This design comes from an exercise in tuning for small area on the open sky130 flow, not from production work. Only simulation tests tie the RTL to the original design; equivalence was not proved. Power is estimated from default activity; no workload was simulated.

<file path="design.v">
package spritePkg;
    localparam int coordWidth = 10;
    typedef logic [coordWidth-1:0] coord_t;
    localparam int addrWidth = 20;
    typedef logic [addrWidth-1:0] sheetAddr_t;
    localparam int tileSize = 32;
    localparam int tileLog2 = 5;
    localparam int frameCount = 7;
    typedef logic [9:0] animState_t;
    typedef logic [7:0] colorChannel_t;
    typedef enum logic [1:0]
    {
        layerBackground = 2'd0,
        layerBlock      = 2'd1,
        layerKirby      = 2'd2
    } pixelLayer_t;
endpackage
`timescale 1ns/100ps
module spriteAddress
#(
    parameter int sheetWidthLog2 = 9
)
(
    input  logic                   Clk,
    input  logic                   arstN,
    input  logic                   pixelValid,
    input  spritePkg::coord_t      drawX,
    input  spritePkg::coord_t      drawY,
    input  spritePkg::coord_t      kirbyX,
    input  spritePkg::coord_t      kirbyY,
    input  spritePkg::coord_t      blockX,
    input  spritePkg::coord_t      blockY,
    input  logic                   facingRight,
    input  spritePkg::animState_t  floatState,
    input  spritePkg::animState_t  walkState,
    input  spritePkg::animState_t  stillState,
    output logic                   addrValid,
    output spritePkg::sheetAddr_t  spriteAddr,
    output spritePkg::pixelLayer_t pixelLayer
);
    logic [10:0] kirbyDiffX, kirbyDiffY, blockDiffX, blockDiffY;
    logic        kirbyHit, blockHit;
    logic [2:0]  frameCol;
    logic [10:0] backHigh;
    spritePkg::sheetAddr_t nextAddr;
    spritePkg::pixelLayer_t nextLayer;
    logic kirbyInX, kirbyInY, blockInX, blockInY;
    function automatic logic [5:0] sub5(input logic [4:0] a, input logic [4:0] b);
        logic [5:0] borrow;
        logic [5:0] diff;
        borrow[0] = 1'b0;
        for (int i = 0; i < 5; i++)
        begin
            diff[i]       = a[i] ^ b[i] ^ borrow[i];
            borrow[i + 1] = (~a[i] & b[i]) | (~(a[i] ^ b[i]) & borrow[i]);
        end
        diff[5] = borrow[5];
        sub5 = diff;
    endfunction
    function automatic logic insideHigh(input logic [9:0] a, input logic [9:0] b, input logic borrow5);
        logic carry;
        logic ok;
        carry = borrow5;
        ok    = 1'b1;
        for (int i = 5; i < 10; i++)
        begin
            ok    = ok & ((a[i] ^ b[i]) == carry);
            carry = carry & b[i];
        end
        insideHigh = ok & ~carry;
    endfunction
    logic [5:0] kxl, kyl, bxl, byl;
    assign kxl = sub5(drawX[4:0], kirbyX[4:0]);
    assign kyl = sub5(drawY[4:0], kirbyY[4:0]);
    assign bxl = sub5(drawX[4:0], blockX[4:0]);
    assign byl = sub5(drawY[4:0], blockY[4:0]);
    assign kirbyDiffX = {5'b0, kxl};
    assign kirbyDiffY = {5'b0, kyl};
    assign blockDiffX = {5'b0, bxl};
    assign blockDiffY = {5'b0, byl};
    assign kirbyInX = insideHigh(drawX, kirbyX, kxl[5]);
    assign kirbyInY = insideHigh(drawY, kirbyY, kyl[5]);
    assign blockInX = insideHigh(drawX, blockX, bxl[5]);
    assign blockInY = insideHigh(drawY, blockY, byl[5]);
    assign kirbyHit = kirbyInX && kirbyInY;
    assign blockHit = blockInX && blockInY;
    always_comb
    begin
        if (floatState < 10'd7)
            frameCol = floatState[2:0];
        else if (walkState < 10'd7)
            frameCol = walkState[2:0];
        else if (stillState < 10'd7)
            frameCol = stillState[2:0];
        else
            frameCol = '0;
    end
    assign backHigh = {1'b0, drawY} + 11'(drawX[9]);
    always_comb
    begin
        if (kirbyHit)
        begin
            nextLayer = spritePkg::layerKirby;
            nextAddr  = {6'b0, kirbyDiffY[4:0], 1'b0, frameCol, kirbyDiffX[4:0] ^ {5{~facingRight}}};
        end
        else if (blockHit)
        begin
            nextLayer = spritePkg::layerBlock;
            nextAddr  = {6'b0, blockDiffY[4:0], 4'b0, ~blockDiffX[4:0]};
        end
        else
        begin
            nextLayer = spritePkg::layerBackground;
            nextAddr  = {backHigh, drawX[8:0]};
        end
    end
    always_ff @(posedge Clk or negedge arstN)
    begin
        if (!arstN)
            addrValid <= 1'b0;
        else
            addrValid <= pixelValid;
    end
    always_ff @(posedge Clk)
    begin
        spriteAddr <= nextAddr;
        pixelLayer <= nextLayer;
    end
endmodule
`timescale 1ns/100ps
module colorPalette
#(
    parameter int indexWidth = 8
)
(
    input  logic                     Clk,
    input  logic                     arstN,
    input  logic                     paletteWrite,
    input  logic [indexWidth-1:0]    paletteWriteIndex,
    input  spritePkg::colorChannel_t paletteWriteRed,
    input  spritePkg::colorChannel_t paletteWriteGreen,
    input  spritePkg::colorChannel_t paletteWriteBlue,
    input  logic                     colorRead,
    input  logic [indexWidth-1:0]    colorIndex,
    output logic                     colorValid,
    output spritePkg::colorChannel_t red,
    output spritePkg::colorChannel_t green,
    output spritePkg::colorChannel_t blue
);
    localparam int entryCount = 2 ** indexWidth;
    localparam int colorBits  = 24;
    localparam int subWidth   = 2;                        
    localparam int subCount   = 2 ** subWidth;
    localparam int groupCount = entryCount / subCount;    
    localparam int hiWidth    = indexWidth - 4;
    localparam int hiCount    = 2 ** hiWidth;             
    localparam int midWidth   = indexWidth - 4 - subWidth;
    localparam int midCount   = 2 ** midWidth;            
    logic [entryCount-1:0][colorBits-1:0] entry;
    logic [groupCount-1:0] written;        
    logic [groupCount-1:0] writtenNext;
    logic                  phase;
    logic [subCount-1:0]   wrSub, wrSubN;
    logic [midCount-1:0]   wrMid;
    logic [15:0]           wrLo;
    logic [groupCount-1:0] groupWrite;
    logic [entryCount-1:0] writeSel;
    logic [entryCount-1:0] keepSel;
    logic [colorBits-1:0]  writeData;
    logic [subCount-1:0][colorBits-1:0] writeCode;
    logic [15:0]           rdLo;
    logic [hiCount-1:0]    rdHi;
    logic [midCount-1:0]   rdMid;
    logic [entryCount-1:0] readSel;
    logic [groupCount-1:0] readGroupSel;
    logic [colorBits-1:0][2:0] readPart;
    logic [5:0]            writtenPart;
    logic [colorBits:0]    readRaw;
    logic [colorBits-1:0]  readColor;
    always_ff @(posedge Clk or negedge arstN)
    begin
        if (!arstN)
            phase <= 1'b0;
        else
            phase <= ~phase;
    end
    assign writeData = {paletteWriteRed, paletteWriteGreen, paletteWriteBlue} ^ {colorBits{phase}};
    for (genvar s = 0; s < subCount; s++)
    begin : g_wrSub
        assign wrSub[s]  = paletteWriteIndex[indexWidth-1:indexWidth-subWidth] == subWidth'(s);
        assign wrSubN[s] = ~wrSub[s];
        for (genvar j = 0; j < colorBits; j++)
        begin : g_code
            palAo22 u_code (.a1(wrSub[s]), .a2(writeData[j]), .b1(wrSubN[s]), .b2(phase),
                            .y(writeCode[s][j]));
        end
    end
    for (genvar m = 0; m < midCount; m++)
    begin : g_wrMid
        assign wrMid[m] = paletteWriteIndex[indexWidth-subWidth-1:4] == midWidth'(m);
    end
    for (genvar k = 0; k < 16; k++)
    begin : g_wrLo
        assign wrLo[k] = paletteWriteIndex[3:0] == 4'(k);
    end
    for (genvar g = 0; g < groupCount; g++)
    begin : g_group
        palAnd3  u_groupWrite (.a(paletteWrite), .b(wrMid[g / 16]), .c(wrLo[g % 16]),
                               .y(groupWrite[g]));
        palOr2   u_written    (.a(written[g]), .b(groupWrite[g]), .y(writtenNext[g]));
        for (genvar s = 0; s < subCount; s++)
        begin : g_sub
            localparam int i = s * groupCount + g;
            logic [colorBits-1:0] entryNext;
            logic target;
            palNand2 u_target   (.a(wrSubN[s]), .b(written[g]), .y(target));
            palNand2 u_keepSel  (.a(target), .b(groupWrite[g]), .y(keepSel[i]));
            palInv   u_writeSel (.a(keepSel[i]), .y(writeSel[i]));
            for (genvar j = 0; j < colorBits; j++)
            begin : g_bit
                palOai22 u_bit (.a1(entry[i][j]), .a2(writeSel[i]), .b1(writeCode[s][j]), .b2(keepSel[i]),
                                .y(entryNext[j]));
            end
            always_ff @(posedge Clk)
            begin
                entry[i] <= entryNext;
            end
        end
    end
    always_ff @(posedge Clk or negedge arstN)
    begin
        if (!arstN)
            written <= '0;
        else
            written <= writtenNext;
    end
    for (genvar k = 0; k < 16; k++)
    begin : g_rdLo
        assign rdLo[k] = colorIndex[3:0] == 4'(k);
    end
    for (genvar h = 0; h < hiCount; h++)
    begin : g_rdHi
        assign rdHi[h] = colorIndex[indexWidth-1:4] == hiWidth'(h);
    end
    for (genvar m = 0; m < midCount; m++)
    begin : g_rdMid
        assign rdMid[m] = colorIndex[indexWidth-subWidth-1:4] == midWidth'(m);
    end
    for (genvar i = 0; i < entryCount; i++)
    begin : g_readSel
        palAnd2 u_readSel (.a(rdLo[i % 16]), .b(rdHi[i / 16]), .y(readSel[i]));
    end
    for (genvar g = 0; g < groupCount; g++)
    begin : g_readGroupSel
        palAnd2 u_readGroupSel (.a(rdLo[g % 16]), .b(rdMid[g / 16]), .y(readGroupSel[g]));
    end
    for (genvar j = 0; j < colorBits; j++)
    begin : g_readTree
        logic [entryCount-1:0] column;
        for (genvar i = 0; i < entryCount; i++)
        begin : g_row
            assign column[i] = entry[i][j];
        end
        palReadTree256 u_tree (.data(column), .sel(readSel), .part(readPart[j]));
        assign readRaw[j] = |readPart[j];
    end
    palReadTree64 u_writtenTree (.data(written), .sel(readGroupSel), .part(writtenPart));
    assign readRaw[colorBits] = |writtenPart;
    assign readColor = (readRaw[colorBits-1:0] ^ {colorBits{phase}}) & {colorBits{readRaw[colorBits]}};
    always_ff @(posedge Clk or negedge arstN)
    begin
        if (!arstN)
            colorValid <= 1'b0;
        else
            colorValid <= colorRead;
    end
    always_ff @(posedge Clk)
    begin
        {red, green, blue} <= readColor;
    end
endmodule
module palReadTree64
(
    input  logic [63:0] data,
    input  logic [63:0] sel,
    output logic [5:0]  part
);
    logic [21:0] l1N;    
    for (genvar g = 0; g < 21; g++)
    begin : g_l1
        palAoi222 u_aoi (.a1(data[3*g]),   .a2(sel[3*g]),
                         .b1(data[3*g+1]), .b2(sel[3*g+1]),
                         .c1(data[3*g+2]), .c2(sel[3*g+2]), .y(l1N[g]));
    end
    palNand2 u_l1Last (.a(data[63]), .b(sel[63]), .y(l1N[21]));
    for (genvar g = 0; g < 5; g++)
    begin : g_l2
        palNand4 u_nand (.a(l1N[4*g]), .b(l1N[4*g+1]), .c(l1N[4*g+2]), .d(l1N[4*g+3]), .y(part[g]));
    end
    palNand2 u_l2Last (.a(l1N[20]), .b(l1N[21]), .y(part[5]));
endmodule
module palReadTree256
(
    input  logic [255:0] data,
    input  logic [255:0] sel,
    output logic [2:0]   part
);
    logic [85:0] l1N;    
    logic [21:0] l2;     
    logic [10:0] l3N;    
    for (genvar g = 0; g < 85; g++)
    begin : g_l1
        palAoi222 u_aoi (.a1(data[3*g]),   .a2(sel[3*g]),
                         .b1(data[3*g+1]), .b2(sel[3*g+1]),
                         .c1(data[3*g+2]), .c2(sel[3*g+2]), .y(l1N[g]));
    end
    palNand2 u_l1Last (.a(data[255]), .b(sel[255]), .y(l1N[85]));
    for (genvar g = 0; g < 21; g++)
    begin : g_l2
        palNand4 u_nand (.a(l1N[4*g]), .b(l1N[4*g+1]), .c(l1N[4*g+2]), .d(l1N[4*g+3]), .y(l2[g]));
    end
    palNand2 u_l2Last (.a(l1N[84]), .b(l1N[85]), .y(l2[21]));
    for (genvar g = 0; g < 11; g++)
    begin : g_l3
        palNor2 u_nor (.a(l2[2*g]), .b(l2[2*g+1]), .y(l3N[g]));
    end
    palNand4 u_l4a (.a(l3N[0]), .b(l3N[1]), .c(l3N[2]),  .d(l3N[3]), .y(part[0]));
    palNand4 u_l4b (.a(l3N[4]), .b(l3N[5]), .c(l3N[6]),  .d(l3N[7]), .y(part[1]));
    palNand3 u_l4c (.a(l3N[8]), .b(l3N[9]), .c(l3N[10]), .y(part[2]));
endmodule
module palOai22 (input logic a1, a2, b1, b2, output logic y);
    assign y = ~((a1 | a2) & (b1 | b2));
endmodule
module palAoi222 (input logic a1, a2, b1, b2, c1, c2, output logic y);
    assign y = ~((a1 & a2) | (b1 & b2) | (c1 & c2));
endmodule
module palAo22 (input logic a1, a2, b1, b2, output logic y);
    assign y = (a1 & a2) | (b1 & b2);
endmodule
module palOr2 (input logic a, b, output logic y);
    assign y = a | b;
endmodule
module palAnd3 (input logic a, b, c, output logic y);
    assign y = a & b & c;
endmodule
module palInv (input logic a, output logic y);
    assign y = ~a;
endmodule
module palAnd2 (input logic a, b, output logic y);
    assign y = a & b;
endmodule
module palNor2 (input logic a, b, output logic y);
    assign y = ~(a | b);
endmodule
module palNand2 (input logic a, b, output logic y);
    assign y = ~(a & b);
endmodule
module palNand3 (input logic a, b, c, output logic y);
    assign y = ~(a & b & c);
endmodule
module palNand4 (input logic a, b, c, d, output logic y);
    assign y = ~(a & b & c & d);
endmodule
`timescale 1ns/100ps
module spriteRenderer
#(
    parameter int sheetWidthLog2 = 9,
    parameter int indexWidth     = 8
)
(
    input  logic                     Clk,
    input  logic                     arstN,
    input  logic                     pixelValid,
    input  spritePkg::coord_t        drawX,
    input  spritePkg::coord_t        drawY,
    input  spritePkg::coord_t        kirbyX,
    input  spritePkg::coord_t        kirbyY,
    input  spritePkg::coord_t        blockX,
    input  spritePkg::coord_t        blockY,
    input  logic                     facingRight,
    input  spritePkg::animState_t    floatState,
    input  spritePkg::animState_t    walkState,
    input  spritePkg::animState_t    stillState,
    output logic                     addrValid,
    output spritePkg::sheetAddr_t    spriteAddr,
    output spritePkg::pixelLayer_t   pixelLayer,
    input  logic                     paletteWrite,
    input  logic [indexWidth-1:0]    paletteWriteIndex,
    input  spritePkg::colorChannel_t paletteWriteRed,
    input  spritePkg::colorChannel_t paletteWriteGreen,
    input  spritePkg::colorChannel_t paletteWriteBlue,
    input  logic                     colorRead,
    input  logic [indexWidth-1:0]    colorIndex,
    output logic                     colorValid,
    output spritePkg::colorChannel_t red,
    output spritePkg::colorChannel_t green,
    output spritePkg::colorChannel_t blue
);
    spriteAddress
    #(
        .sheetWidthLog2 (sheetWidthLog2)
    )
    i_spriteAddress
    (
        .Clk         (Clk),
        .arstN       (arstN),
        .pixelValid  (pixelValid),
        .drawX       (drawX),
        .drawY       (drawY),
        .kirbyX      (kirbyX),
        .kirbyY      (kirbyY),
        .blockX      (blockX),
        .blockY      (blockY),
        .facingRight (facingRight),
        .floatState  (floatState),
        .walkState   (walkState),
        .stillState  (stillState),
        .addrValid   (addrValid),
        .spriteAddr  (spriteAddr),
        .pixelLayer  (pixelLayer)
    );
    colorPalette
    #(
        .indexWidth (indexWidth)
    )
    i_colorPalette
    (
        .Clk               (Clk),
        .arstN             (arstN),
        .paletteWrite      (paletteWrite),
        .paletteWriteIndex (paletteWriteIndex),
        .paletteWriteRed   (paletteWriteRed),
        .paletteWriteGreen (paletteWriteGreen),
        .paletteWriteBlue  (paletteWriteBlue),
        .colorRead         (colorRead),
        .colorIndex        (colorIndex),
        .colorValid        (colorValid),
        .red               (red),
        .green             (green),
        .blue              (blue)
    );
endmodule
</file>
<file path="flow/run.sh">
#!/bin/bash
# The standard layout (standard.sh, with the standard synthesis unchanged),
# with a leaner clock tree: clkbuf_8 buffers over sink clusters of at most 16
# flip-flops within 60 um and no dummy loads; port buffers are buf_1.
set -euo pipefail
export CTS_ARGS="-sink_clustering_enable -repair_clock_nets -dont_use_dummy_load -buf_list sky130_fd_sc_hd__clkbuf_8 -sink_clustering_size 16 -sink_clustering_max_diameter 60"
export BUFFER_PORTS_ARGS="-buffer_cell sky130_fd_sc_hd__buf_1"
bash standard.sh synth > synth.log 2>&1
bash standard.sh > layout.log 2>&1
</file>
<file path="standard.sh">
#!/bin/bash
# synth_recipe.tcl (not shown) runs the flow's synth.tcl, then flattens the netlist and writes it again
# the make line also repeats each setting of config.mk as NAME=value (left out here)
make -C /OpenROAD-flow-scripts/flow DESIGN_CONFIG=/design/flow/config.mk WORK_HOME=/design/flow/orfs CLKGATE_MAP_FILE= SYNTH_SCRIPT=/design/flow/synth_recipe.tcl "${@:-finish}"
</file>
<file path="config.mk">
export PLATFORM = sky130hd
export DESIGN_NAME = spriteRenderer
export DESIGN_NICKNAME = spriteRenderer
export VERILOG_FILES = /design/flow/design.v
export SDC_FILE = /design/flow/constraint.sdc
export NUM_CORES = 8
export LEC_CHECK = 0
export CAP_MARGIN = 20
export CORE_MARGIN = 2
export CORE_UTILIZATION = 70
export PLACE_DENSITY = 0.8
export SLEW_MARGIN = 30
export SYNTH_HIERARCHICAL = 1
</file>
<file path="constraint.sdc">
create_clock -name core_clock -period 8.0 [get_ports {Clk}]
set_input_delay 1.6000 -clock core_clock [delete_from_list [all_inputs] [get_ports {Clk}]]
set_output_delay 1.6000 -clock core_clock [all_outputs]
set_load 0.01 [all_outputs]
</file>
==> metrics.md, run 1 <==
| Metric | Value |
|---|---|
| Combinational power share | 10.0% |
| Pin count of the biggest net entering global routing | 146 |
| Syn Inst Count | between 15000 and 20000 |
| RSZ-0062 raised after global routing | no |
| Max stage delay on crit path | 0.80 ns |
| Port bufs | about 180 |
| Flop and latch count out of synthesis | 6257 |
| Post-Syn Area per Cell | 11.6 µm² |
| Hold Path Class | input port to asynchronous set/reset pin |
| I/O Pins | 184 |
| Vias post-DR | 189324 |
| Critical path buffers and inverters | 3 |
| Int Pwr | 0.0455 W |
| VDD IR max | 259 µV |
| Vias in the first global route | 169782 |
| Fin area | 216000 µm² |
| Slew Limit Fails | 0 |
| Clk_skew | 0.149 ns |
| CTS Buf Count | 438 |
| Pwr/cell area | 287 nW/µm² |
| Reg clk slew, reported paths | 0.10 ns |
| R2r worst-path depth | 7 |
| Clock latency on the worst-skew pair | 1.26 ns |
| Setup CP Type | input port to flip-flop |
| # H-tree levels | 5 |
| Gpl congestion | 1.06 |
| Setup TNS | 0 ns |
| Critical Path End Type | flip-flop |
| Post-route ant nets | 0 |
| Layout overhead on the synthesized area | 8.74% |
| Ys Warns | 8 |
| R2r setup slk | 3.93 ns |
| Clk root buf | clkbuf_8 |
| Final WS setup | 1.85 ns |
| Detailed Place HPWL | 506000 µm |
| Gates resized, CTS repair | 0 |
| Starting Density | 70.4% |
| WP data arrival | 7.25 ns |
| CP Launch Type | input port |
| TritonCTS clock tree | yes |
| Pleak | 78.3 nW |
| Worst Path Required | 9.11 ns |
| CTS Sinks | 6257 |
| Slowest cell on crit path | a222oi_1 |
| Post-CTS setup repair buffer count | 0 |
| Status | complete, no violations |
| Top cell by count, worst path | buf_4 |
| Max cap viols | 0 |
| Final worst-path cycle share | between 70 and 80% |
| Via density | between 8 and 9 |
| Hold-fix buffers at CTS | 0 |
| Cell Area, Synth | 199000 µm² |
| Slew headroom | 18.6% |
| Die X | 537 µm |
| Layout Utilization | between 70% and 80% |
| Die Area | 288000 µm² |
| DRC viols | 0 |
| Site Rows | 195 |
| Layout cell share with drive strength beyond 1 | 6.57% |
| Routed WL per cell | 37.1 µm |
| Tot GR Track Use | 53.9% |
| Flop pwr share | 66.7% |
| Syn nets | roughly 17000 |
| Post-Route WL | 819000 µm |
| Netlist cell types | 60 |
| Fmax | 163 MHz |
| Post-synth top area cell | dfxtp_1 |
| CTS Buffer Depth | 4 |
| Synth top area share | 62.3% |
| Final setup fails | 0 |
| Die height | about 540 µm |
| Congestion Overflow GR | 0 |
| Synth top cells by count | dfxtp_1, o22ai_1, a222oi_1 |
| Synth Flop Type | dfxtp_1 |
| CP delay by family, top | simple AND/OR/NAND/NOR gates |
| Worst Max-Slew Pin Slew | 1.22 ns |
| R2R Path Start | i_colorPalette.entry[5391] |
| Synth area leaders | dfxtp_1, o22ai_1, a222oi_1 |
| Fin crit period | between 6 and 7 ns |
| Post-synthesis sequential area ratio | a little over three fifths |
| DR pass1 iterations | 22 |
| DP Area | 209000 µm² |
| Final Hold Viols | 0 |
| Number of enable flip-flop cells after synthesis | 0 |
| Core Area | 283000 µm² |
| Share of flip-flops with an asynchronous set or reset | approximately 1.1% |
| Most common cell in the netlist | dfxtp_1 |
| Initial antenna violation count | 59 |
| Final net count | 18356 |
| Worst R2R End | i_colorPalette.green[7] |
| CP Cell Sequence | buf_1 -> nand2b_1 -> nor2_4 -> buf_4 -> and2_1 -> a222oi_1 -> nand4_1 -> nor2_1 -> nand3_1 -> o31a_1 -> a211oi_1 -> buf_4 |
| NetSw | ~0.017 W |
| Clk network pwr share | a little under a quarter |
| Setup WS pre-CTS | ~1.5 ns |
| Tot Pwr | roughly 0.062 W |
| 1st-iter DRT viols | roughly 43000 |
| Global-route wire length before repair | 1160000 µm |
| Sw Share | 26.8% |
| Crit-path max FO | 24 |
==> per-module statistics from Yosys (local to each module, per instance), excerpt <==
module	cells inside	flops+latches	copies in the design
palOai22	1	0	6144
palNand4	1	0	557
palNand2	1	0	562
palAnd3	1	0	64
palNor2	1	0	264
palNand3	1	0	24
palOr2	1	0	64
palAo22	1	0	96
palInv	1	0	256
palAoi222	1	0	2061
palAnd2	1	0	320
==> registers in the layout, summed over array words and instances, names as in the netlist <==
name                        flops
i_colorPalette.entry         6144
i_colorPalette.written         64
i_spriteAddress.spriteAddr     20
i_colorPalette.blue             8
i_colorPalette.green            8
i_colorPalette.red              8
i_spriteAddress.pixelLayer      2
i_colorPalette.colorValid       1
i_colorPalette.phase            1
i_spriteAddress.addrValid       1
==> cell type report <==
type                       instances  area (µm²)
tap                             3743        4680
timing repair buffer             694        5010
inverter                         288        1080
clock buffer                     438        6030
sequential                      6257      126000
antenna                          136         340
multi-input combinational      10519       73600
fill                           19626       66200
==> layer usage <==
metal  track usage (%)  wire length [µm]  vias to the layer above
met3              22.7            145000                     3963
met1              68.2            272000                    90950
met2              71.6            318000                    17743
met5              2.32               993                        -
met4              43.1             83800                       44
li1                  -                 -                    76624
==> placed cells by master, fill, tap and decap left out, types with 18 or more instances in the layout <==
cell type	netlist	routed
nor4_1	31	29
dfrtp_1	67	66
xnor2_1	18	18
a211oi_1	23	23
a222oi_1	2062	2062
a22o_4	0	96
inv_2	0	19
nand3_1	36	36
nor2_1	310	282
and2_1	321	296
nand2_1	583	562
buf_1	1	181
buf_12	0	18
o31a_1	24	24
inv_1	288	257
or2_1	64	64
nand4_1	561	561
clkbuf_8	0	438
o22ai_1	6144	6144
and2_2	1	26
and3_1	65	64
dfxtp_1	6190	6190
nand2_2	0	20
diode_2	0	136
buf_4	3	471
nor3_1	31	22
==> kinds of logic (layout without fill, tap and decap cells) <==
family | count (synthesis) | after routing | share of synthesized area, %
buf+inv | 308 | 1420 | 0.611
xor+xnor | 57 | 57 | 0.255
other cells | 0 | 136 | 0
simple gates | 2039 | 2039 | 5.28
mux | 8 | 8 | 0.0421
compound gates | 8393 | 8393 | 30.5
flops | 6257 | 6257 | 63.1
fa+ha+maj | 22 | 22 | 0.199
==> power groups by stage <==
stage                     clock, W  combinational (W)  sequential [W]
final                       0.0145            0.00619          0.0415
after global routing        0.0153            0.00654          0.0420
after CTS                   0.0142            0.00585          0.0412
after floorplan                  0            0.00429          0.0407
after detailed placement         0            0.00588          0.0419
after global placement           0            0.00546          0.0417
==> worst max-delay path by stage <==
stage	depth (start not counted)	start	slack [ns]	end
3_3_place_gp	11	colorIndex[4]	1.26	i_colorPalette.red[5]
6_report	12	colorIndex[4]	1.85	i_colorPalette.green[7]
3_5_place_dp	12	colorIndex[0]	1.52	i_colorPalette.blue[5]
2_1_floorplan	4	paletteWriteIndex[7]	2.76	i_colorPalette.entry[1536]
5_1_grt	12	colorIndex[4]	2.18	i_colorPalette.green[7]
4_1_cts	12	colorIndex[3]	2.77	i_colorPalette.green[7]
==> through the flow <==
stage	hold slack, ns	cells
after global placement	0.428	21464
after floorplan	0.421	17084
after detailed placement	0.436	21471
after CTS	0.328	21909
after global routing	0.393	21995
final	0.383	22075
==> inputs of run 2 (changes only) <==
--- a/design.v
+++ b/design.v
@@ -38,59 +38,29 @@
     output spritePkg::sheetAddr_t  spriteAddr,
     output spritePkg::pixelLayer_t pixelLayer
 );
-    logic [10:0] kirbyDiffX, kirbyDiffY, blockDiffX, blockDiffY;
+    logic [4:0]  drawXN, drawYN;
+    logic [4:0]  kirbyOffXN, kirbyOffYN, blockOffXN, blockOffYN;
+    logic        kirbyInX, kirbyInY, blockInX, blockInY;
     logic        kirbyHit, blockHit;
     logic [2:0]  frameCol;
     logic [10:0] backHigh;
-    spritePkg::sheetAddr_t nextAddr;
+    spritePkg::sheetAddr_t  nextAddr;
     spritePkg::pixelLayer_t nextLayer;
-    logic kirbyInX, kirbyInY, blockInX, blockInY;
-    function automatic logic [5:0] sub5(input logic [4:0] a, input logic [4:0] b);
-        logic [5:0] borrow;
-        logic [5:0] diff;
-        borrow[0] = 1'b0;
-        for (int i = 0; i < 5; i++)
-        begin
-            diff[i]       = a[i] ^ b[i] ^ borrow[i];
-            borrow[i + 1] = (~a[i] & b[i]) | (~(a[i] ^ b[i]) & borrow[i]);
-        end
-        diff[5] = borrow[5];
-        sub5 = diff;
-    endfunction
-    function automatic logic insideHigh(input logic [9:0] a, input logic [9:0] b, input logic borrow5);
-        logic carry;
-        logic ok;
-        carry = borrow5;
-        ok    = 1'b1;
-        for (int i = 5; i < 10; i++)
-        begin
-            ok    = ok & ((a[i] ^ b[i]) == carry);
-            carry = carry & b[i];
-        end
-        insideHigh = ok & ~carry;
-    endfunction
-    logic [5:0] kxl, kyl, bxl, byl;
-    assign kxl = sub5(drawX[4:0], kirbyX[4:0]);
-    assign kyl = sub5(drawY[4:0], kirbyY[4:0]);
-    assign bxl = sub5(drawX[4:0], blockX[4:0]);
-    assign byl = sub5(drawY[4:0], blockY[4:0]);
-    assign kirbyDiffX = {5'b0, kxl};
-    assign kirbyDiffY = {5'b0, kyl};
-    assign blockDiffX = {5'b0, bxl};
-    assign blockDiffY = {5'b0, byl};
-    assign kirbyInX = insideHigh(drawX, kirbyX, kxl[5]);
-    assign kirbyInY = insideHigh(drawY, kirbyY, kyl[5]);
-    assign blockInX = insideHigh(drawX, blockX, bxl[5]);
-    assign blockInY = insideHigh(drawY, blockY, byl[5]);
+    assign drawXN = ~drawX[4:0];
+    assign drawYN = ~drawY[4:0];
+    spriteAxis u_kirbyX (.drawHigh(drawX[9:5]), .drawLowN(drawXN), .corner(kirbyX), .covered(kirbyInX), .offsetN(kirbyOffXN));
+    spriteAxis u_kirbyY (.drawHigh(drawY[9:5]), .drawLowN(drawYN), .corner(kirbyY), .covered(kirbyInY), .offsetN(kirbyOffYN));
+    spriteAxis u_blockX (.drawHigh(drawX[9:5]), .drawLowN(drawXN), .corner(blockX), .covered(blockInX), .offsetN(blockOffXN));
+    spriteAxis u_blockY (.drawHigh(drawY[9:5]), .drawLowN(drawYN), .corner(blockY), .covered(blockInY), .offsetN(blockOffYN));
     assign kirbyHit = kirbyInX && kirbyInY;
     assign blockHit = blockInX && blockInY;
     always_comb
     begin
-        if (floatState < 10'd7)
+        if (floatState < 10'(spritePkg::frameCount))
             frameCol = floatState[2:0];
-        else if (walkState < 10'd7)
+        else if (walkState < 10'(spritePkg::frameCount))
             frameCol = walkState[2:0];
-        else if (stillState < 10'd7)
+        else if (stillState < 10'(spritePkg::frameCount))
             frameCol = stillState[2:0];
         else
             frameCol = '0;
@@ -101,12 +71,12 @@
         if (kirbyHit)
         begin
             nextLayer = spritePkg::layerKirby;
-            nextAddr  = {6'b0, kirbyDiffY[4:0], 1'b0, frameCol, kirbyDiffX[4:0] ^ {5{~facingRight}}};
+            nextAddr  = {6'b0, ~kirbyOffYN, 1'b0, frameCol, kirbyOffXN ^ {5{facingRight}}};
         end
         else if (blockHit)
         begin
             nextLayer = spritePkg::layerBlock;
-            nextAddr  = {6'b0, blockDiffY[4:0], 4'b0, ~blockDiffX[4:0]};
+            nextAddr  = {6'b0, ~blockOffYN, 4'b0, blockOffXN};
         end
         else
         begin
@@ -127,6 +97,35 @@
         pixelLayer <= nextLayer;
     end
 endmodule
+module spriteAxis
+(
+    input  logic [4:0] drawHigh,     
+    input  logic [4:0] drawLowN,     
+    input  logic [9:0] corner,
+    output logic       covered,
+    output logic [4:0] offsetN
+);
+    logic [5:0] carryLow;
+    logic       carry;
+    logic       highEqual;
+    always_comb
+    begin
+        carryLow[0] = 1'b0;
+        for (int i = 0; i < 5; i++)
+        begin
+            offsetN[i]      = drawLowN[i] ^ corner[i] ^ carryLow[i];
+            carryLow[i + 1] = (drawLowN[i] & corner[i]) | ((drawLowN[i] ^ corner[i]) & carryLow[i]);
+        end
+        carry     = carryLow[5];
+        highEqual = 1'b1;
+        for (int i = 0; i < 5; i++)
+        begin
+            highEqual = highEqual & ((drawHigh[i] ^ corner[i + 5]) == carry);
+            carry     = carry & corner[i + 5];
+        end
+        covered = highEqual & ~carry;
+    end
+endmodule
 `timescale 1ns/100ps
 module colorPalette
 #(
==> flow/run.sh (replaced) <==
#!/bin/bash
# The standard layout (standard.sh, with the standard synthesis unchanged)
# with three changes:
#  - after the floorplan, drivers of nets with 16 or more loads are upsized
#    from size 1 to size 2 (upsize.tcl), so placement needs fewer buffers;
#  - a leaner clock tree: clkbuf_8 buffers over sink clusters of at most 16
#    flip-flops within 60 um, and no dummy loads;
#  - port buffers are buf_1.
# Each tool's output goes to a log file here.
set -euo pipefail
here=$(pwd)
export CTS_ARGS="-sink_clustering_enable -repair_clock_nets -dont_use_dummy_load -buf_list sky130_fd_sc_hd__clkbuf_8 -sink_clustering_size 16 -sink_clustering_max_diameter 60"
export BUFFER_PORTS_ARGS="-buffer_cell sky130_fd_sc_hd__buf_1"
bash standard.sh synth > synth.log 2>&1
bash standard.sh floorplan > floorplan.log 2>&1
fp=$here/orfs/results/$FLOW_PLATFORM/spriteRenderer/base/2_floorplan.odb
ODB_IN=$fp ODB_OUT=$fp MIN_FANOUT=16 openroad -no_init -exit $here/flow/upsize.tcl > upsize.log 2>&1
bash standard.sh > layout.log 2>&1
==> flow/upsize.tcl (new file) <==
# Upsize the drivers of high-fanout nets before placement, so that they need
# fewer buffers: a logic cell X_1 (or X_0) whose output drives at least
# MIN_FANOUT pins becomes X_2 when the library has it. Flip-flops, clock
# cells and tie cells are left alone.
read_db $::env(ODB_IN)
set db [ord::get_db]
set block [ord::get_db_block]
set minFanout $::env(MIN_FANOUT)
set count 0
foreach inst [$block getInsts] {
  set name [[$inst getMaster] getName]
  if {![regexp {^(sky130_fd_sc_hd__[a-z0-9]+)_([01])$} $name -> base size]} continue
  if {[string match "*df*" $base] || [string match "*tap*" $base] || [string match "*clk*" $base] || [string match "*conb*" $base]} continue
  set out ""
  foreach it [$inst getITerms] { if {[$it isOutputSignal]} { set out $it } }
  if {$out == ""} continue
  set net [$out getNet]
  if {$net == "NULL"} continue
  set fo [expr {[llength [$net getITerms]] + [llength [$net getBTerms]] - 1}]
  if {$fo < $minFanout} continue
  set bigger [$db findMaster "${base}_2"]
  if {$bigger == "NULL"} continue
  $inst swapMaster $bigger
  incr count
}
puts "upsized $count drivers"
write_db $::env(ODB_OUT)
==> run 2 against run 1 <==
Critical endpoint is now i_colorPalette.red[7]. Fmax fell by 4.3%. Clock power barely moved. Critical path depth fell by 2. Still clean.
==> metrics.md, run 2 <==
| Metric | Value |
|---|---|
| Status | complete, no violations |
| CP Launch Type | input port |
| Global-route wire length before repair | around 1200000 µm |
| Cell Area, Synth | a little under 200000 µm² |
| Pleak | around 76 nW |
| Vias post-DR | 187968 |
| Reg clk slew, reported paths | roughly 0.11 ns |
| Number of enable flip-flop cells after synthesis | 0 |
| Non-Filler Instances | 21709 |
| Critical path buffers and inverters | 1 |
| Flop and latch count out of synthesis | 6257 |
| Tot GR Track Use | 53.6% |
| Largest register by flop count | i_colorPalette.entry |
| CTS Buffer Depth | 4 |
| Clk_skew | 0.109 ns |
| Clk root buf | clkbuf_8 |
| Pwr/cell area | approximately 290 nW/µm² |
| Post-synth top area cell | dfxtp_1 |
| Synth top area share | 62.3% |
| Gates resized, CTS repair | 0 |
| I/O Pins | 184 |
| Layout cell share with drive strength beyond 1 | 8.65% |
| Most common cell in the netlist | dfxtp_1 |
| Worst Max-Slew Pin Slew | between 1 and 1.5 ns |
| Slew Limit Fails | 0 |
| Final setup fails | 0 |
| Fmax | between 150 and 200 MHz |
| Port bufs | between 150 and 200 |
| Tot Pwr | 0.0620 W |
| Crit-path max FO | 24 |
| Synth top cells by count | dfxtp_1, o22ai_1, a222oi_1 |
| Syn Inst Count | 17088 |
| Setup TNS | 0 ns |
| Hold Path Class | input port to asynchronous set/reset pin |
| Slew headroom | between 10% and 20% |
| Final worst-path cycle share | 80.3% |
| Die X | 537 µm |
| VDD IR max | 211 µV |
| WP data arrival | 7.50 ns |
| Die Area | 288000 µm² |
| Syn nets | 17246 |
| Post-synthesis sequential area ratio | 63.1% |
| RSZ-0062 raised after global routing | no |
| Clock latency on the worst-skew pair | 1.25 ns |
| Site Rows | between 150 and 200 |
| Synth area leaders | dfxtp_1, o22ai_1, a222oi_1 |
| Post-Syn Area per Cell | about 12 µm² |
| Max stage delay on crit path | 1.05 ns |
| Detailed Place HPWL | 493000 µm |
| Post-Route WL | 815000 µm |
| Slowest cell on crit path | nand3_1 |
| Core Area | 283000 µm² |
| Layout overhead on the synthesized area | 7.81% |
| Setup CP Type | input port to flip-flop |
| Share of flip-flops with an asynchronous set or reset | 1.07% |
| DRC viols | 0 |
| Post-route ant nets | 0 |
| Starting Density | 70.4% |
| Pin count of the biggest net entering global routing | 145 |
| Final Hold Viols | 0 |
| Max reg flops | roughly 6100 |
| Die height | 537 µm |
| Synth Flop Type | dfxtp_1 |
| Fin crit period | approximately 6.4 ns |
| Placed insts | 21131 |
| TritonCTS clock tree | yes |
| Critical Path End Type | flip-flop |
| Worst Path Required | 9.08 ns |
| 1st-iter DRT viols | approximately 42000 |
| Gpl congestion | between 1 and 1.5 |
| Post-CTS setup repair buffer count | 0 |
| CTS Buf Count | ~440 |
| # H-tree levels | 5 |
| Most frequent cells in the layout | dfxtp_1, o22ai_1, a222oi_1 |
| DR pass1 iterations | 22 |
| Routed WL per cell | about 38 µm |
| CP Cell Sequence | buf_1 -> nand2b_1 -> nor2_2 -> and2_2 -> a222oi_1 -> nand4_1 -> nor2_1 -> nand3_1 -> o31a_1 -> a211oi_1 |
| Via density | 8.66 |
| Most common cell after layout, fill and taps aside | dfxtp_1 |
| Top flop regs | i_colorPalette.entry: 6144 flops, i_colorPalette.written: 64 flops, i_spriteAddress.spriteAddr: 20 flops |
| Ys Warns | 9 |
| Netlist cell types | a little under 50 |
| CTS Sinks | 6257 |
| Final net count | 18012 |
| Hold-fix buffers at CTS | 0 |
| Max cap viols | 0 |
| Vias in the first global route | 167730 |
| CP delay by family, top | simple AND/OR/NAND/NOR gates |
| Congestion Overflow GR | 0 |
| Initial antenna violation count | 74 |
[run 2: worst paths after layout]
| path | cells after the start | startpoint | end | slack [ns] |
|---|---|---|---|---|
| setup reg to reg | 6 | i_colorPalette.entry[5711] | i_colorPalette.red[7] | 3.94 |
| hold / removal | 1 | arstN | i_colorPalette.written[17] | 0.38 |
| setup / recovery | 10 | colorIndex[4] | i_colorPalette.red[7] | 1.58 |
| max in group asynchronous | 2 | arstN | i_colorPalette.phase | 6.48 |
| min in group core_clock | 1 | i_colorPalette.entry[2467] | i_colorPalette.entry[2467] | 0.45 |
| hold reg to reg | 1 | i_colorPalette.entry[2467] | i_colorPalette.entry[2467] | 0.45 |
[run 2: power breakdown]
part / leakage (nW) / total [W] / switching (W) / internal, W
sequential: 54.5 / 0.0414 / 0.00383 / 0.0376
clock: 3.14 / 0.0144 / 0.00957 / 0.00487
combinational: 18.7 / 0.00617 / 0.00320 / 0.00297
total: 76.3 / 0.0620 / 0.0166 / 0.0454
[run 2: cell type report]
type	instances	area [µm²]
Fill cell	19793	68100
Inverter	284	1070
Tap cell	3743	4680
Multi-Input combinational cell	10531	74400
Clock buffer	436	6000
Timing Repair Buffer	344	2350
Antenna cell	114	285
Sequential cell	6257	126000
[run 2: per-layer routing]
metal  global-route usage, %  routed length [µm]
met5                   0.115                 447
met4                    43.0               84800
met3                    22.6              143000
met2                    71.7              318000
met1                    67.5              269000
[run 2: Yosys stat by module, one instance, submodules excluded, a selection]
| module | cells inside | flops+latches |
|---|---|---|
| palAnd3 | 1 | 0 |
| palAnd2 | 1 | 0 |
| spriteAxis | 26 | 0 |
| palOai22 | 1 | 0 |
| palNand3 | 1 | 0 |
| palInv | 1 | 0 |
| palNor2 | 1 | 0 |
| palNand4 | 1 | 0 |
| palAo22 | 1 | 0 |
| palNand2 | 1 | 0 |
| palAoi222 | 1 | 0 |
| palOr2 | 1 | 0 |
[run 2: per-stage QoR]
step / instance area, µm² / util (%) / hold WS, ns / setup slack, ns
after floorplan: 199000 / - / 0.421 / 2.76
after global placement: 207000 / 73.4 / 0.428 / 1.51
after detailed placement: 207000 / 73.4 / 0.436 / 1.43
after CTS: 213000 / 75.6 / 0.356 / 2.64
after global routing: 214000 / 75.8 / 0.423 / 1.90
final: 214000 / 75.9 / 0.383 / 1.58
[run 2: kinds of logic (layout without fill, tap and decap cells)]
family          count (synthesis)  after routing  synth area share (%)
xor+xnor                       48             48                 0.211
fa+ha+maj                      22             22                 0.199
compound gates               8404           8404                  30.5
mux                             4              4                0.0201
buf+inv                       300           1064                 0.589
simple gates                 2053           2053                  5.33
flops                        6257           6257                  63.1
other cells                     0            114                     0
[run 2: worst reg2reg max path: stages, from the launching register on]
cell	delay, ns
dfxtp_1	0.33
a222oi_1	0.46
nand4_1	0.43
nor2_1	0.93
nand3_1	1.05
o31a_1	0.59
a211oi_1	0.18
==> inputs of run 3 (changes only) <==
--- a/flow/run.sh
+++ b/flow/run.sh
@@ -5,12 +5,15 @@
 #    from size 1 to size 2 (upsize.tcl), so placement needs fewer buffers;
 #  - a leaner clock tree: clkbuf_8 buffers over sink clusters of at most 16
 #    flip-flops within 60 um, and no dummy loads;
-#  - port buffers are buf_1.
+#  - port buffers are buf_1;
+#  - after global routing, gates off the critical paths are downsized
+#    (ORFS's power recovery, RECOVER_POWER=100).
 # Each tool's output goes to a log file here.
 set -euo pipefail
 here=$(pwd)
 export CTS_ARGS="-sink_clustering_enable -repair_clock_nets -dont_use_dummy_load -buf_list sky130_fd_sc_hd__clkbuf_8 -sink_clustering_size 16 -sink_clustering_max_diameter 60"
 export BUFFER_PORTS_ARGS="-buffer_cell sky130_fd_sc_hd__buf_1"
+export RECOVER_POWER=100
 bash standard.sh synth > synth.log 2>&1
 bash standard.sh floorplan > floorplan.log 2>&1
 fp=$here/orfs/results/$FLOW_PLATFORM/spriteRenderer/base/2_floorplan.odb
==> run 3 against run 2 <==
The layout now fails its checks (capacitance limit, slew limit). Largest cell class unchanged. First-iteration DRC count fell by 1.9%. Hold slack improved by 0.064 ns. Critical endpoint is now i_colorPalette.entry[969]. Largest power group unchanged. Global-route usage stayed put.
==> metrics.md, run 3 <==
| Metric | Value |
|---|---|
| Placed insts | 21131 |
| Post-route ant nets | 0 |
| Syn Inst Count | between 15000 and 20000 |
| Pin count of the biggest net entering global routing | roughly 150 |
| Setup CP Type | flip-flop to flip-flop |
| Worst Max-Slew Pin Slew | 3.86 ns |
| 1st-iter DRT viols | 41379 |
| Pleak | 76.2 nW |
| Tot GR Track Use | a little over half |
| Final net count | 18012 |
| Synth top area share | 62.3% |
| Ys Warns | 9 |
| Cell Area, Synth | 199000 µm² |
| Setup TNS | 0 ns |
| Wire length on met3 | 143000 µm |
| Reg clk slew, reported paths | approximately 0.1 ns |
| Flop and latch count out of synthesis | 6257 |
| CTS Buf Count | 436 |
| Clk root buf | clkbuf_8 |
| Max reg flops | approximately 6000 |
| I/O Pins | 184 |
| SO Viols | capacitance limit, slew limit |
| Die height | about 540 µm |
| Slew headroom | -157% |
| Highest Signal Layer | met5 |
| Post-CTS setup repair buffer count | 0 |
| CP Launch Type | flip-flop |
| Detailed Place HPWL | 493000 µm |
| Layout overhead on the synthesized area | 7.52% |
| Max cap viols | 53 |
| WP data arrival | 8.13 ns |
| VDD IR max | approximately 210 µV |
| R2R Path Start | i_colorPalette.phase |
| Critical Path End Type | flip-flop |
| Hold_sp | i_colorPalette.entry[5998] |
| Synth area leaders | dfxtp_1, o22ai_1, a222oi_1 |
| Starting Density | 70.4% |
| Most frequent cells in the layout | dfxtp_1, o22ai_1, a222oi_1 |
| Hold Path End | i_colorPalette.entry[5998] |
| R2r worst-path depth | 6 |
| Netlist cell types | 49 |
| Final worst-path cycle share | 89.5% |
| Hold-fix buffers at CTS | 0 |
| Final setup fails | 0 |
| Post-synth top area cell | dfxtp_1 |
| WHS | 0.447 ns |
| DR pass1 iterations | 22 |
| DRC viols | 0 |
| RSZ-0062 raised after global routing | no |
| Post-Syn Area per Cell | 11.6 µm² |
| Port bufs | 183 |
| Site Rows | 195 |
| Post-Route WL | 815000 µm |
| Clk_skew | 0.116 ns |
| Fin crit period | 7.16 ns |
| Synth Flop Type | dfxtp_1 |
| Share of flip-flops with an asynchronous set or reset | 1.07% |
| Via density | 8.64 |
| CTS Sinks | around 6300 |
| Fmax | 140 MHz |
| Non-Filler Instances | 21727 |
| Post-synthesis sequential area ratio | a little over three fifths |
| Hold Path Class | flip-flop to flip-flop |
| Status | complete, but fails checks |
| Global-route wire length before repair | 1160000 µm |
| Final Hold Viols | 0 |
| Routed WL per cell | 37.5 µm |
| WL met1 | around 270000 µm |
| Worst Path Required | 8.97 ns |
| TritonCTS clock tree | yes |
| R2r setup slk | 0.84 ns |
| Crit-path max FO | 144 |
| Hold path depth | 1 |
| Number of enable flip-flop cells after synthesis | 0 |
| Synth top cells by count | dfxtp_1, o22ai_1, a222oi_1 |
| Worst R2R End | i_colorPalette.entry[969] |
| Top flop regs | i_colorPalette.entry: 6144 flops, i_colorPalette.written: 64 flops, i_spriteAddress.spriteAddr: 20 flops |
| DR WL met2 | 317000 µm |
| Core Area | approximately 280000 µm² |
| # H-tree levels | 5 |
| Die X | about 540 µm |
| Largest register by flop count | i_colorPalette.entry |
| Slew Limit Fails | 2568 |
| CTS Buffer Depth | 4 |
| Congestion Overflow GR | 0 |
| Pwr/cell area | around 290 nW/µm² |
| Gpl congestion | 1.09 |
| Layout cell share with drive strength beyond 1 | 8.41% |
| Die Area | 288000 µm² |
| Most common cell after layout, fill and taps aside | dfxtp_1 |
| Most common cell in the netlist | dfxtp_1 |
| Vias post-DR | 187775 |
| Initial antenna violation count | 74 |
| Clock latency on the worst-skew pair | 1.26 ns |
| Gates resized, CTS repair | 0 |
| Vias in the first global route | approximately 170k |
| Syn nets | 17246 |
run 3: cell counts after synthesis:
No cell type changed its count.
run 3: how the worst max path moves through the flow:
stage | from | cells after the start | end
finish | i_colorPalette.phase | 6 | i_colorPalette.entry[969]
global route | i_colorPalette.phase | 6 | i_colorPalette.entry[777]
CTS | colorIndex[3] | 12 | i_colorPalette.red[7]
detailed placement | colorIndex[1] | 12 | i_colorPalette.blue[7]
global placement | colorIndex[1] | 11 | i_colorPalette.red[7]
floorplan | paletteWriteIndex[7] | 4 | i_colorPalette.entry[1536]
run 3: power breakdown:
group	leakage, nW	switching, W	internal (W)
clock	3.14	0.00958	0.00487
sequential	54.5	0.00382	0.0376
combinational	18.6	0.00319	0.00295
total	76.2	0.0166	0.0454
run 3: cells by family (layout without fill, tap and decap cells):
kind of cell / after synthesis / count (layout) / synth area share (%)
buffers and inverters: 300 / 1064 / 0.589
XOR/XNOR: 48 / 48 / 0.211
AO/OA/AOI/OAI: 8404 / 8404 / 30.5
flip-flops: 6257 / 6257 / 63.1
adder cells (fa/ha/maj): 22 / 22 / 0.199
multiplexers: 4 / 4 / 0.0201
other: 0 / 132 / 0
AND/OR/NAND/NOR: 2053 / 2053 / 5.33
run 3: layout make-up:
class | count | area [µm²]
clock buffers | 436 | 6000
inverters | 284 | 1070
fillers | 19907 | 68700
well taps | 3743 | 4680
diodes | 132 | 330
flip-flops and latches | 6257 | 126000
repair buffers | 344 | 2170
multi-input cells | 10531 | 74000
run 3: layer usage:
layer  up-vias  GRT usage [%]
met1     90523           67.5
met3      3943           22.6
met5         -          0.115
met4        40           43.0
li1      76001              -
met2     17268           71.7
run 3: critical path, cell delays in order (launching register included):
cell	delay (ns)
dfrtp_4	0.93
clkbuf_2	2.63
xor2_1	0.24
clkbuf_1	0.79
a22o_1	0.50
clkbuf_2	1.40
o22ai_1	0.17
run 3: through the flow:
step	utilization [%]	instance area (µm²)	setup WS [ns]	power, W
6_report	75.7	214000	0.839	0.0620
5_1_grt	75.6	214000	0.977	0.0638
4_1_cts	75.6	213000	2.64	0.0612
3_5_place_dp	73.4	207000	1.43	0.0477
3_3_place_gp	73.4	207000	1.51	0.0471
2_1_floorplan	-	199000	2.76	0.0450
run 3: modules after synthesis (local to each module, per instance), a selection:
module | cells inside | flip-flops and latches | copies in the design
palAnd2 | 1 | 0 | 320
palAnd3 | 1 | 0 | 64
palAoi222 | 1 | 0 | 2061
palInv | 1 | 0 | 256
palNand2 | 1 | 0 | 562
palNand3 | 1 | 0 | 24
palNand4 | 1 | 0 | 557
palOr2 | 1 | 0 | 64

static timing again, ports no longer ideal:
How much do the figures lean on ideal ports? The routed layouts below were timed once more, with nothing changed but the port constraints.
Step 1, drivers: a clkbuf_16 drives Clk and a buf_2 each remaining input, both assumed.
Step 2 adds t to the input delays and takes it off the output delays; t is the mean of the earliest and latest rising clock arrival at the registers after step 1. Input paths then give back, and output paths get back, about the clock's delay inside the block.
a / b / c = ideal / step 1 / step 2; a / b = the first two.
run | t, ns | setup WS [ns] | worst slew at a driven data input, ns
run 1 | 1.292 | 1.853 / 1.923 / 0.631 | 0.37
run 2 | 1.304 | 1.580 / 1.612 / 0.308 | 0.33
run 3 | 1.309 | 0.839 / 0.839 / -0.112 | 0.38
The setup slack of run 2, which loses most, moves by +0.032 ns with the drivers and by -1.272 ns with both steps.
